From an optimization exercise on the open Yosys and OpenROAD flow, aimed at small area, a short achievable clock period and few clock cycles; shortcuts taken in it are not production practice.
The RTL was checked by simulation tests, not by an equivalence proof against the original design.

==> run M <==
## vblank_rate_monitor
module vblank_rate_monitor
(
    input  logic        clk,
    input  logic        rst_n,
    input  logic        in_valid,
    output logic        in_stall,
    input  logic        in_req_type,
    input  logic [63:0] in_vblank_seq,
    input  logic [63:0] in_vblank_time_ns,
    input  logic [62:0] in_host_time_ns,
    output logic        out_valid,
    input  logic        out_stall,
    output logic [30:0] out_seq_advance,
    output logic [63:0] out_corrected_time_ns,
    output logic [2:0]  out_verdict,
    output logic [31:0] out_measured_rate_q,
    output logic        out_streak_warning,
    input  logic        cfg_we,
    input  logic [2:0]  cfg_index,
    input  logic [39:0] cfg_data
);
    localparam logic [21:0] C_NS = 22'd3906250;    
    localparam logic [15:0] K1 = 16'd15625;       
    localparam logic [15:0] K2 = 16'd31250;
    localparam logic [15:0] K3 = 16'd46875;
    localparam logic [1:0] S_IDLE = 2'd0;
    localparam logic [1:0] S_MUL  = 2'd1;
    localparam logic [1:0] S_DIV  = 2'd2;
    localparam logic [1:0] S_FIN  = 2'd3;
    logic [31:0] clock_rate_q;
    logic [39:0] window_ns;
    logic [19:0] mismatch_min_ppm;
    logic [19:0] mismatch_max_ppm;
    logic [19:0] agree_ppm;
    logic [29:0] max_slew_ns;
    always_ff @(posedge clk or negedge rst_n)
    begin
        if (!rst_n)
        begin
            clock_rate_q     <= 32'd0;
            window_ns        <= 40'd5000000000;
            mismatch_min_ppm <= 20'd300;
            mismatch_max_ppm <= 20'd5000;
            agree_ppm        <= 20'd100;
            max_slew_ns      <= 30'd1000000;
        end
        else if (cfg_we)
        begin
            case (cfg_index)
                3'd0: clock_rate_q     <= cfg_data[31:0];
  ...
clock: 12.0 ns
lec_check: 0
cap_margin: 20
core_margin: 2
core_utilization: 55
setup_slack_margin: 3
slew_margin: 20
run.sh (not shown) runs the stock make flow with config.mk's settings and CLKGATE_MAP_FILE= SYNTH_SCRIPT=/design/flow/synth_recipe.tcl, a recipe that flattens the netlist after the stock synthesis.
==> inputs of run Y, as changes to run M <==
--- a/flow/design.v
+++ b/flow/design.v
@@ -105,12 +105,57 @@
             s[i] = p[0][i] ^ g[2*L-1][i-1];
         co = g[2*L-1][W-1];
     end
 endmodule
 `default_nettype wire
 `default_nettype none
+module vrm_div4
+(
+    input  logic [29:0] r,
+    input  logic [29:0] d,
+    input  logic [31:0] d3,
+    output logic [1:0]  q,
+    output logic [29:0] rn
+);
+    logic [31:0] w;
+    logic [31:0] t1;
+    logic [31:0] t2;
+    logic [31:0] t3;
+    logic        ge1;
+    logic        ge2;
+    logic        ge3;
+    assign w = {r, 2'b00};
+    vrm_add #(32) u_t1 (.a(w), .b(~{2'b0, d}), .ci(1'b1), .s(t1), .co(ge1));
+    vrm_add #(32) u_t2 (.a(w), .b(~{1'b0, d, 1'b0}), .ci(1'b1), .s(t2), .co(ge2));
+    vrm_add #(32) u_t3 (.a(w), .b(~d3), .ci(1'b1), .s(t3), .co(ge3));
+    always_comb
+    begin
+        if (ge3)
+        begin
+            q  = 2'd3;
+            rn = t3[29:0];
+        end
+        else if (ge2)
+        begin
+            q  = 2'd2;
+            rn = t2[29:0];
+        end
+        else if (ge1)
+        begin
+            q  = 2'd1;
+            rn = t1[29:0];
+        end
+        else
+        begin
+            q  = 2'd0;
+            rn = w[29:0];
+        end
+    end
+endmodule
+`default_nettype wire
+`default_nettype none
 module vblank_rate_monitor
 (
     input  logic        clk,
     input  logic        rst_n,
     input  logic        in_valid,
     output logic        in_stall,
@@ -187,16 +232,19 @@
     logic [63:0] cor_r;
     logic [2:0]  verdict_r;
     logic        warn_r;
     logic        rate_on;
     logic [63:0] rem_r;
     logic [31:0] q_r;
-    logic [3:0]  cnt_r;
-    logic [2:0]  chunk_r;
+    logic [4:0]  cnt_r;
+    logic [5:0]  chunk_r;
+    logic [29:0] chunk_p;
     logic        ovf_r;
     logic        first_r;
+    logic        narrow_r;     
+    logic [31:0] d3_r;         
     logic [1:0]  pj_job;
     logic        pj_busy;
     logic        pj_cfg;
     logic [3:0]  pj_pos;
     logic [32:0] pj_q;
     logic [19:0] pj_r;
@@ -267,52 +315,59 @@
     assign dt_ge_win = vt_ge_at ? !e[65] : !(e[65] && !e[64]);
     assign closes    = anchor_valid && dt_ge_win;
     assign fast_n    = (n_full[63:8] == 56'd0);
     logic [7:0] n_lo;
     assign n_lo = ir_seq[7:0] - anchor_seq[7:0];
     assign prod0     = chunk_p;
-    logic [7:0]  chunk;
-    logic [29:0] chunk_p;
-    logic [21:0] acc_mid;
+    logic        mbit;
+    logic [21:0] acc_lo;
     logic        acc_c;
-    logic [33:0] acc_hi;
+    logic [41:0] acc_hi;
     logic [63:0] acc_next;
     logic        ovf_next;
-    always_comb
-    begin
-        case ((state == S_MUL) ? chunk_r : 3'd6)
-            3'd6:    chunk = n_lo;
-            3'd5:    chunk = anchor_seq[47:40];
-            3'd4:    chunk = anchor_seq[39:32];
-            3'd3:    chunk = anchor_seq[31:24];
-            3'd2:    chunk = anchor_seq[23:16];
-            3'd1:    chunk = anchor_seq[15:8];
-            default: chunk = anchor_seq[7:0];
-        endcase
-    end
-    assign chunk_p = chunk * C_NS;
-    vrm_add #(22) u_acc (.a(rem_r[21:0]), .b(chunk_p[29:8]), .ci(1'b0), .s(acc_mid), .co(acc_c));
-    assign acc_hi   = rem_r[55:22] + {33'b0, acc_c};
-    assign acc_next = {acc_hi, acc_mid, chunk_p[7:0]};
-    assign ovf_next = ovf_r || (|rem_r[63:56]) || (acc_c && (&rem_r[55:22]));
+    assign chunk_p  = n_lo * C_NS;
+    assign mbit     = anchor_seq[chunk_r];
+    vrm_add #(22) u_acc (.a({rem_r[20:0], 1'b0}), .b(mbit ? C_NS : 22'd0), .ci(1'b0), .s(acc_lo), .co(acc_c));
+    assign acc_hi   = rem_r[62:21] + {41'b0, acc_c};
+    assign acc_next = {acc_hi, acc_lo};
+    assign ovf_next = ovf_r || rem_r[63] || (acc_c && (&rem_r[62:21]));
     logic [64:0] s1_t;
     logic        s1_c;
     logic        s1_ge;
     logic [63:0] s1_r;
-    logic [64:0] s2_t;
-    logic        s2_c;
-    logic        s2_ge;
-    logic [63:0] s2_r;
     logic        sat_now;
     vrm_add #(65) u_s1 (.a({rem_r, 1'b0}), .b(~{1'b0, anchor_time}), .ci(1'b1), .s(s1_t), .co(s1_c));
     assign s1_ge = s1_c;
     assign s1_r  = s1_ge ? s1_t[63:0] : {rem_r[62:0], 1'b0};
-    vrm_add #(65) u_s2 (.a({s1_r, 1'b0}), .b(~{1'b0, anchor_time}), .ci(1'b1), .s(s2_t), .co(s2_c));
-    assign s2_ge = s2_c;
-    assign s2_r  = s2_ge ? s2_t[63:0] : {s1_r[62:0], 1'b0};
     assign sat_now = first_r && (ovf_r || (rem_r >= anchor_time));
+    logic [1:0]  n4_q1;
+    logic [29:0] n4_r1;
+    logic [1:0]  n4_q2;
+    logic [29:0] n4_r2;
+    vrm_div4 u_n4a (.r(rem_r[29:0]), .d(anchor_time[29:0]), .d3(d3_r), .q(n4_q1), .rn(n4_r1));
+    vrm_div4 u_n4b (.r(n4_r1), .d(anchor_time[29:0]), .d3(d3_r), .q(n4_q2), .rn(n4_r2));
+    logic        div_last;
+    assign div_last = narrow_r ? (cnt_r == 5'd7) : (cnt_r == 5'd31);
+    logic [31:0] t3_a;
+    logic [31:0] t3_b;
+    logic [31:0] t3_c;
+    logic [31:0] t3_d;
+    logic [31:0] t3_s1;
+    logic [31:0] t3_c1;
+    logic [31:0] t3_s2;
+    logic [31:0] t3_c2;
+    logic [31:0] d3;
+    assign t3_a  = ir_vt[31:0];
+    assign t3_b  = {ir_vt[30:0], 1'b0};
+    assign t3_c  = ~anchor_time[31:0];
+    assign t3_d  = ~{anchor_time[30:0], 1'b0};
+    assign t3_s1 = t3_a ^ t3_b ^ t3_c;
+    assign t3_c1 = (t3_a & t3_b) | (t3_a & t3_c) | (t3_b & t3_c);
+    assign t3_s2 = t3_s1 ^ {t3_c1[30:0], 1'b0} ^ t3_d;
+    assign t3_c2 = (t3_s1 & {t3_c1[30:0], 1'b0}) | (t3_s1 & t3_d) | ({t3_c1[30:0], 1'b0} & t3_d);
+    vrm_add #(32) u_d3 (.a(t3_s2), .b({t3_c2[30:0], 1'b1}), .ci(1'b1), .s(d3), .co());
     logic [31:0] rate;
     logic [32:0] dc;
     logic [31:0] xc;
     logic [32:0] dp;
     logic [31:0] xp;
     logic        discard;
@@ -386,18 +441,18 @@
                         else if (!d_pos_big && !d_neg_big)
                             out_valid_r <= 1'b1;
                     end
                 end
                 S_MUL:
                 begin
-                    if (chunk_r == 3'd0)
+                    if (chunk_r == 6'd0)
                         state <= S_DIV;
                 end
                 S_DIV:
                 begin
-                    if (sat_now || cnt_r == 4'd15)
+                    if (sat_now || div_last)
                         state <= S_FIN;
                 end
                 default:
                 begin
                     if (fin_go)
                     begin
@@ -452,37 +507,39 @@
                     begin
                         anchor_seq  <= n_full;
                         anchor_time <= dt;
                     end
                     ovf_r   <= |n_full[63:48];
                     rem_r   <= fast_n ? {34'b0, prod0} : 64'd0;
-                    chunk_r <= 3'd5;
-                    cnt_r   <= 4'd0;
+                    chunk_r <= 6'd47;
+                    cnt_r   <= 5'd0;
                     first_r <= 1'b1;
+                    narrow_r <= (dt[63:30] == 34'd0);
+                    d3_r     <= d3;
                 end
             end
             S_MUL:
             begin
-                chunk_r <= chunk_r - 3'd1;
+                chunk_r <= chunk_r - 6'd1;
                 rem_r   <= acc_next;
                 ovf_r   <= ovf_next;
             end
             S_DIV:
             begin
                 first_r <= 1'b0;
-                rem_r   <= s2_r;
-                cnt_r   <= cnt_r + 4'd1;
+                rem_r   <= narrow_r ? {34'b0, n4_r2} : s1_r;
+                cnt_r   <= cnt_r + 5'd1;
                 if (sat_now)
                 begin
                     q_r     <= 32'hFFFF_FFFF;
                     rate_on <= 1'b1;
                 end
                 else
                 begin
-                    q_r <= {q_r[29:0], s1_ge, s2_ge};
-                    if (cnt_r == 4'd15)
+                    q_r <= narrow_r ? {q_r[27:0], n4_q1, n4_q2} : {q_r[30:0], s1_ge};
+                    if (div_last)
                         rate_on <= 1'b1;
                 end
             end
             default:
             begin
                 if (fin_go)
==> comparison <==
Worst setup slack: run Y is higher than run M (1.2 ns). Synthesized area: run M is lower than run Y (about 10%). Of run M and run Y, run Y has the higher worst hold slack (gap 0.00066 ns). Against run Y, the clock skew of run M is lower by 0.012 ns. In run Y the global-route usage is higher than in run M, by 0.87 points. In run M the fmax is lower than in run Y, by 11%. In run Y the cell area is larger than in run M, by 7.8%. Between run Y and run M, the lower non-clock buffer count is in run Y (gap 74).
Testbench counts of run M, summed over its fixed seeds: cycles 18,116.
Testbench counts of run Y, summed over its fixed seeds: cycles 12,399.

## afterwards: timing with drivers on the ports
Ports are ideal in the flow. The routed layouts listed here were re-timed in OpenROAD. Step 1 assumes that a clkbuf_16 drives the clock port and a buf_2 every other input. Step 2 moves the port delays by t, midway between the first and last clock arrival at a register: inputs arrive t later, outputs are due t later. That takes back most of the time a late clock gives input paths. Slacks: no drivers / after step 1 / after step 2; pairs: no drivers / after step 1.
run | t (ns) | setup slack, ns | worst register clock-pin slew, ns | cell pins on the clock port's net
run M | 0.807 | 1.746 / 1.764 / 0.957 | 0.07 / 0.07 | 1
run Y | 0.861 | 2.910 / 2.910 / 2.418 | 0.07 / 0.07 | 1
After both steps setup and hold are still met in every run listed. For run M, which loses most, drivers alone change the setup slack by +0.018 ns; drivers and shift together by -0.789 ns.
